Context: an optimization exercise on an open-source flow, tuned for small area, a short achievable clock period and few clock cycles. The choices shown serve that exercise and are no tape-out recipe. In this exercise RTL edits were held to simulation tests only and were not proved equivalent to the original.

**flow/run.sh**
```bash
#!/bin/bash
# synth_recipe.tcl (not shown) runs the flow's synth.tcl, then flattens the netlist and writes it again
# the make line also repeats each setting of config.mk as NAME=value (left out here)
make -C /OpenROAD-flow-scripts/flow DESIGN_CONFIG=/design/flow/config.mk WORK_HOME=/design/flow/orfs CLKGATE_MAP_FILE= SYNTH_SCRIPT=/design/flow/synth_recipe.tcl finish
```
**flow/config.mk**
```make
export PLATFORM = sky130hd
export DESIGN_NAME = vs_topk_core
export DESIGN_NICKNAME = vs_topk_core
export VERILOG_FILES = /design/flow/design.v
export SDC_FILE = /design/flow/constraint.sdc
export NUM_CORES = 4
export LEC_CHECK = 0
export CAP_MARGIN = 20
export CORE_MARGIN = 2
export CORE_UTILIZATION = 40
export SLEW_MARGIN = 20
```
**flow/design.v**
```verilog
package vs_pkg;
    localparam logic VS_MODE_DOT = 1'b0;
    localparam logic VS_MODE_L2  = 1'b1;
    localparam int VS_LANES  = 4;
    localparam int VS_EW     = 8;
    localparam int VS_ACCW   = 32;
    localparam int VS_VID_W  = 10;
    localparam int VS_DIM_W  = 8;
    localparam int VS_ADDR_W = 12;
    localparam int VS_K      = 4;
    typedef enum logic [1:0] {
        ST_IDLE  = 2'd0,
        ST_RUN   = 2'd1,
        ST_DRAIN = 2'd2
    } vs_state_e;
    function automatic int lane_off(input int lane, input int ew, input bit hi);
        lane_off = (2 * lane + (hi ? 1 : 0)) * ew;
    endfunction
endpackage
module vs_topk_insert #(
    parameter int K     = 4,
    parameter int ACCW  = 32,
    parameter int VID_W = 10,
    parameter int CW    = $clog2(K + 1)
) (
    input  logic                   clk,
    input  logic                   reset_n,
    input  logic                   clr,
    input  logic                   ins_valid,
    input  logic signed [ACCW-1:0] ins_score,
    input  logic [VID_W-1:0]       ins_id,
    output logic [CW-1:0]          count,
    output logic [K*ACCW-1:0]      score_flat,
    output logic [K*VID_W-1:0]     id_flat
);
    logic signed [ACCW-1:0] score_q [K];
    logic signed [ACCW-1:0] score_d [K];
    logic [VID_W-1:0]       id_q    [K];
    logic [VID_W-1:0]       id_d    [K];
    logic [CW-1:0]          count_q;
    logic [CW-1:0]          count_d;
    logic                   found;
    int                     pos;
    always_comb begin
        for (int i = 0; i < K; i++) begin
            score_d[i] = score_q[i];
            id_d[i]    = id_q[i];
        end
        count_d = count_q;
        found   = 1'b0;
        pos     = 0;
        for (int i = 0; i < K; i++) begin
            if (!found && (i >= int'(count_q) || ins_score > score_q[i])) begin
                found = 1'b1;
                pos   = i;
            end
        end
        if (clr) begin
            for (int i = 0; i < K; i++) begin
                score_d[i] = '0;
                id_d[i]    = '0;
            end
            count_d = '0;
        end else if (ins_valid && found) begin
            for (int i = K - 1; i > 0; i--) begin
                if (i > pos) begin
                    score_d[i] = score_q[i-1];
                    id_d[i]    = id_q[i-1];
                end
            end
            score_d[pos] = ins_score;
            id_d[pos]    = ins_id;
            if (int'(count_q) < K) count_d = count_q + CW'(1);
        end
    end
    always_ff @(posedge clk) begin
        if (!reset_n) begin
            for (int i = 0; i < K; i++) begin
                score_q[i] <= '0;
                id_q[i]    <= '0;
            end
            count_q <= '0;
        end else begin
            for (int i = 0; i < K; i++) begin
                score_q[i] <= score_d[i];
                id_q[i]    <= id_d[i];
            end
            count_q <= count_d;
        end
    end
    always_comb begin
        for (int i = 0; i < K; i++) begin
            score_flat[i*ACCW +: ACCW] = score_q[i];
            id_flat[i*VID_W +: VID_W]  = id_q[i];
        end
    end
    assign count = count_q;
endmodule
import vs_pkg::*;
module vs_topk_core
#(
    parameter int LANES  = vs_pkg::VS_LANES,
    parameter int EW     = vs_pkg::VS_EW,
    parameter int ACCW   = vs_pkg::VS_ACCW,
    parameter int VID_W  = vs_pkg::VS_VID_W,
    parameter int DIM_W  = vs_pkg::VS_DIM_W,
    parameter int ADDR_W = vs_pkg::VS_ADDR_W,
    parameter int K      = vs_pkg::VS_K
) (
    input  logic                      clk,
    input  logic                      reset_n,
    input  logic                      start,
    input  logic                      mode,
    input  logic [ADDR_W-1:0]         base_addr,
    input  logic [VID_W-1:0]          vector_count,
    input  logic [DIM_W-1:0]          dim_words,
    output logic                      mem_rd_en,
    output logic [ADDR_W-1:0]         mem_addr,
    input  logic [2*LANES*EW-1:0]     mem_data,
    output logic                      busy,
    output logic                      done,
    output logic [$clog2(K+1)-1:0]    topk_count,
    output logic [K*ACCW-1:0]         topk_score,
    output logic [K*VID_W-1:0]        topk_id
);
    vs_pkg::vs_state_e      state_q, state_d;
    logic                   mode_q, mode_d;
    logic [VID_W-1:0]       cnt_q, cnt_d;
    logic [DIM_W-1:0]       dim_q, dim_d;
    logic [ADDR_W-1:0]      addr_q, addr_d;
    logic                   rd_en_q, rd_en_d;
    logic [DIM_W-1:0]       word_q, word_d;
    logic [VID_W-1:0]       vec_q, vec_d;
    logic                   busy_q, busy_d;
    logic                   done_q, done_d;
    logic                   clr;
    logic                   last_word, final_issue;
    logic                   p_valid_q, p_valid_d;
    logic                   p_first_q, p_first_d;
    logic                   p_last_q, p_last_d;
    logic                   p_final_q, p_final_d;
    logic [VID_W-1:0]       p_id_q, p_id_d;
    logic signed [ACCW-1:0] acc_q, acc_d;
    logic                   sc_valid_q, sc_valid_d;
    logic                   sc_final_q, sc_final_d;
    logic signed [ACCW-1:0] sc_score_q, sc_score_d;
    logic [VID_W-1:0]       sc_id_q, sc_id_d;
    logic signed [EW-1:0]     a, b;
    logic signed [EW:0]       diff;
    logic signed [2*EW-1:0]   prod;
    logic signed [2*EW+1:0]   sq;
    logic signed [ACCW-1:0]   term, word_sum;
    assign last_word   = (word_q == dim_q - DIM_W'(1));
    assign final_issue = last_word && (vec_q == cnt_q - VID_W'(1));
    always_comb begin
        state_d = state_q;
        mode_d  = mode_q;
        cnt_d   = cnt_q;
        dim_d   = dim_q;
        addr_d  = addr_q;
        rd_en_d = rd_en_q;
        word_d  = word_q;
        vec_d   = vec_q;
        busy_d  = busy_q;
        done_d  = 1'b0;
        clr     = 1'b0;
        case (state_q)
            ST_IDLE: begin
                if (start) begin
                    clr    = 1'b1;
                    mode_d = mode;
                    cnt_d  = vector_count;
                    dim_d  = dim_words;
                    if (vector_count == '0 || dim_words == '0) begin
                        done_d = 1'b1;
                    end else begin
                        state_d = ST_RUN;
                        busy_d  = 1'b1;
                        rd_en_d = 1'b1;
                        addr_d  = base_addr;
                        word_d  = '0;
                        vec_d   = '0;
                    end
                end
            end
            ST_RUN: begin
                addr_d = addr_q + ADDR_W'(1);
                if (last_word) begin
                    word_d = '0;
                    vec_d  = vec_q + VID_W'(1);
                end else begin
                    word_d = word_q + DIM_W'(1);
                end
                if (final_issue) begin
                    rd_en_d = 1'b0;
                    state_d = ST_DRAIN;
                end
            end
            ST_DRAIN: begin
                if (sc_valid_q && sc_final_q) begin
                    state_d = ST_IDLE;
                    busy_d  = 1'b0;
                    done_d  = 1'b1;
                end
            end
            default: state_d = ST_IDLE;
        endcase
    end
    always_comb begin
        word_sum = '0;
        a        = '0;
        b        = '0;
        diff     = '0;
        prod     = '0;
        sq       = '0;
        term     = '0;
        for (int l = 0; l < LANES; l++) begin
            a = mem_data[(2 * l) * EW +: EW];
            b = mem_data[(2 * l + 1) * EW +: EW];
            if (mode_q == VS_MODE_L2) begin
                diff = {a[EW-1], a} - {b[EW-1], b};
                sq   = diff * diff;
                term = -(ACCW'(sq));
            end else begin
                prod = a * b;
                term = ACCW'(prod);
            end
            word_sum = word_sum + term;
        end
    end
    always_comb begin
        p_valid_d  = (state_q == ST_RUN);
        p_first_d  = (word_q == '0);
        p_last_d   = last_word;
        p_final_d  = final_issue;
        p_id_d     = vec_q;
        acc_d      = acc_q;
        if (p_valid_q) acc_d = p_first_q ? word_sum : acc_q + word_sum;
        sc_valid_d = p_valid_q && p_last_q;
        sc_final_d = p_valid_q && p_final_q;
        sc_score_d = acc_d;
        sc_id_d    = p_id_q;
    end
    always_ff @(posedge clk) begin
        if (!reset_n) begin
            state_q    <= ST_IDLE;
            mode_q     <= 1'b0;
            cnt_q      <= '0;
            dim_q      <= '0;
            addr_q     <= '0;
            rd_en_q    <= 1'b0;
            word_q     <= '0;
            vec_q      <= '0;
            busy_q     <= 1'b0;
            done_q     <= 1'b0;
            p_valid_q  <= 1'b0;
            p_first_q  <= 1'b0;
            p_last_q   <= 1'b0;
            p_final_q  <= 1'b0;
            p_id_q     <= '0;
            acc_q      <= '0;
            sc_valid_q <= 1'b0;
            sc_final_q <= 1'b0;
            sc_score_q <= '0;
            sc_id_q    <= '0;
        end else begin
            state_q    <= state_d;
            mode_q     <= mode_d;
            cnt_q      <= cnt_d;
            dim_q      <= dim_d;
            addr_q     <= addr_d;
            rd_en_q    <= rd_en_d;
            word_q     <= word_d;
            vec_q      <= vec_d;
            busy_q     <= busy_d;
            done_q     <= done_d;
            p_valid_q  <= p_valid_d;
            p_first_q  <= p_first_d;
            p_last_q   <= p_last_d;
            p_final_q  <= p_final_d;
            p_id_q     <= p_id_d;
            acc_q      <= acc_d;
            sc_valid_q <= sc_valid_d;
            sc_final_q <= sc_final_d;
            sc_score_q <= sc_score_d;
            sc_id_q    <= sc_id_d;
        end
    end
    vs_topk_insert #(
        .K     (K),
        .ACCW  (ACCW),
        .VID_W (VID_W)
    ) u_insert (
        .clk        (clk),
        .reset_n    (reset_n),
        .clr        (clr),
        .ins_valid  (sc_valid_q),
        .ins_score  (sc_score_q),
        .ins_id     (sc_id_q),
        .count      (topk_count),
        .score_flat (topk_score),
        .id_flat    (topk_id)
    );
    assign mem_rd_en     = rd_en_q;
    assign mem_addr      = addr_q;
    assign busy          = busy_q;
    assign done          = done_q;
endmodule
```
**flow/constraint.sdc**
```tcl
create_clock -name core_clock -period 15.0 [get_ports {clk}]
set_input_delay 3.0000 -clock core_clock [delete_from_list [all_inputs] [get_ports {clk}]]
set_output_delay 3.0000 -clock core_clock [all_outputs]
set_load 0.01 [all_outputs]
```
==> reports/metrics.yaml <==
gp_congestion: 0.923
crit_path_max_incr_delay_ns: 0.55
design.core.area_sq_mm: 0.114
relSlewSlack_pct: 25.7
worstSetupEndpointType: "register"
worst_setup_path_endpoint: "acc_q[31]"
die_w_microns: 343
critPathTopFamily: "adder cells"
grt_first_pass_wirelength_microns: 208000
cts_tree: "yes"
startpoint_types: "input port"
ios: 284
cp.buffers_inverters: 10
dr.pass1.iters: 5
final_design_area_no_fill_sq_mm: 0.0548
hold_class: "register to register"
worstPathArrival_ns: 14.99
clockBufferDepth: 3
timing.reg2reg.setup_slack_ns: 6.73
yosys.area.top_type_share_pct: 24.3
areaGrowthSynthToFinish_pct: 19.0
setup_viol: 0
count_of_filler_cells_inserted_in_the_layout: 11200
timing.final.crit_share_pct: 96.4
dr_total_vias: 38700
synth_area_per_cell_sq_um: 8.48
cts-htree-levels: 1
worst_pin_slew_ns: 1.11
clock-sinks: 283
timing.critical_path.mode_cell: "sky130_fd_sc_hd__fa_1"
sequential_cell_area_sq_mm: 0.00568
path_clk_slew_ns: 0.06
total_die_area_sq_mm: 0.118
most_instantiated_library_cell_after_synthesis: "sky130_fd_sc_hd__inv_1"
netlist_area_sq_mm: 0.0460
placement.setup.worst_slack_ns: -0.437
hpwlAfterDp_microns: 106000
multi_input_area_sq_mm: 0.0359
post_drt_wl_per_cell_microns: 16.9
cts_root_buffer: "sky130_fd_sc_hd__clkbuf_16"
drive_above_1_share_pct: 10.5
synth-async-reset-ratio_pct: 0
detailed_place.area_sq_mm: 0.0534
critPathRequiredTime_ns: 15.53
drt_first_iter_violations: 1916
synth.top_cells.by_count: "sky130_fd_sc_hd__inv_1, sky130_fd_sc_hd__ha_1, sky130_fd_sc_hd__fa_1"
floorplan.initialDensity_pct: 40.3
regToRegStartpoint: "mode_q"
hold_violations: 0
clock-skew-final_ns: 0.0191
timing.setup.critical_path_class: "input port to register"
cp_max_fo: 4
routed_wirelength_microns: 127000
grt_antenna_before_repair: 0
grt.total_usage_pct: 21.6
post-synth-top-area-cell: "sky130_fd_sc_hd__fa_1"
synth_top_cells_by_area: "sky130_fd_sc_hd__fa_1, sky130_fd_sc_hd__ha_1, sky130_fd_sc_hd__dfxtp_1, sky130_fd_sc_hd__inv_1, sky130_fd_sc_hd__a21oi_1"
route.antenna.remaining_nets: 0
regToRegEndpoint: "acc_q[31]"
cp_slowest_cell: "sky130_fd_sc_hd__fa_1"
clock_latency_ns: 0.59
synth_enable_flop_cells: 0
grt_pass1_vias: 39400
tritoncts.num_buffers: 30
final.hold.worst_slack_ns: 0.431
netlist-cell-type-count: 93
drv_cap: 0
cell_count_after_synthesis: 5426
route.detailed.drc: 0
synth-seq-area-share_pct: 12.3
die-height_microns: 343
worstHoldStart: "p_id_q[5]"
grt_max_degree: 86
synth-main-ff-cell: "sky130_fd_sc_hd__dfxtp_1"
ys_seq_elements: 283
period_needed_ns: 14.46
rows: 124
cp.depth: 53
status: "complete, no violations"
final_critical_path_setup_slack_ns: 0.541
crit_start: "mem_data[0]"
postSynthNetCount: 6695
total_of_warnings_raised_by_yosys: 6
routed_via_density: 5.12
port-buffer-count: 283
design.final.nets: 7286
grt_overflow: 0
reg2regPathDepth: 26
timing.fmax_mhz: 69.2
max_slew_violations: 0
## final cells by class
cell class	count	area share (%)
Inverter	1102	7.55
Tap cell	1512	3.45
Clock inverter	10	0.244
Clock buffer	44	1.59
Antenna cell	1	0.00457
Sequential cell	283	10.4
Timing Repair Buffer	726	11.3
Multi-Input combinational cell	3874	65.5
## worst min-delay path by stage
stage                       endpoint  slack (ns)  cells after the start
after CTS                 sc_id_q[5]        0.43                      1
after global routing      sc_id_q[6]        0.45                      1
after floorplan           sc_id_q[0]        0.41                      1
after detailed placement  sc_id_q[5]        0.42                      1
after global placement    sc_id_q[0]        0.41                      1
final                     sc_id_q[5]        0.43                      1
## cell usage in the layout (no fill, tap or decap), types with 167 or more instances in the layout
| cell type | instances |
|---|---|
| sky130_fd_sc_hd__ha_1 | 608 |
| sky130_fd_sc_hd__a21oi_1 | 301 |
| sky130_fd_sc_hd__o21ai_0 | 167 |
| sky130_fd_sc_hd__clkdlybuf4s50_1 | 281 |
| sky130_fd_sc_hd__nand2_1 | 303 |
| sky130_fd_sc_hd__inv_1 | 1089 |
| sky130_fd_sc_hd__dfxtp_1 | 279 |
| sky130_fd_sc_hd__nor2_1 | 370 |
| sky130_fd_sc_hd__buf_4 | 442 |
| sky130_fd_sc_hd__fa_1 | 550 |
## repair_timing
item                       4_1_cts  5_1_grt
gates resized for setup          0       85
buffers inserted                 0       13
setup endpoints to repair        0        9
hold buffers                     0        0
## metal layers
metal,routed length [microns],global-route usage (%)
met5,0,0
met2,63200,38.9
met4,2780,4.36
met3,4570,1.11
met1,56900,28.5
## state kept, by name, indices dropped and copies added, names as in the netlist, 2 cells and up
| name | count |
|---|---|
| sc_id_q | 10 |
| addr_q | 12 |
| cnt_q | 10 |
| acc_q | 32 |
| state_q | 2 |
| word_q | 8 |
| vec_q | 10 |
| dim_q | 8 |
| p_id_q | 10 |
| u_insert.score_q | 128 |
| u_insert.count_q | 3 |
| u_insert.id_q | 40 |
## per-stage QoR
stage	util, %	setup TNS [ns]	cells
4_1_cts	47.6	0	7537
3_5_place_dp	46.8	-0.437	7483
2_1_floorplan	-	0	5426
3_3_place_gp	46.8	-0.383	7483
5_1_grt	48.0	-0.0246	7551
6_report	48.0	0	7552
## kinds of logic (layout without fill, tap and decap cells)
group	Yosys count	after routing	share of synthesized area (%)
flops	283	283	12.3
simple gates	1239	1239	13.0
xor+xnor	241	241	4.63
compound gates	1074	1074	15.4
other cells	0	1	0
buf+inv	1269	1882	10.4
mux	149	149	3.27
fa+ha+maj	1171	1171	40.9
Testbench counts, summed over its fixed seeds: cycles 127,900.

separate check: timing with driven ports:
In the flow no input, the clock included, has a driving cell. The finished layout below was timed again as built, in two steps.
Step 1 sets driving cells, clkbuf_16 on the clock port and buf_2 on the other inputs (assumed; they add their load-dependent delay and slew).
Step 2 times the ports against the registers' clock, not the clock port: input delays grow and output delays shrink by t, the midpoint of the rising clock arrivals with the driver on.
a / b / c = ideal ports / drivers / drivers and shift; a / b = the first two.
shift t [ns]: 0.629
setup WS [ns]: 0.541 / 0.564 / -0.065
worst hold slack (ns): 0.431 / 0.431 / 0.431
With both steps, setup timing fails in this run, where it was met with ideal ports. For this run, drivers alone change the setup slack by +0.023 ns; drivers and shift together by -0.606 ns.
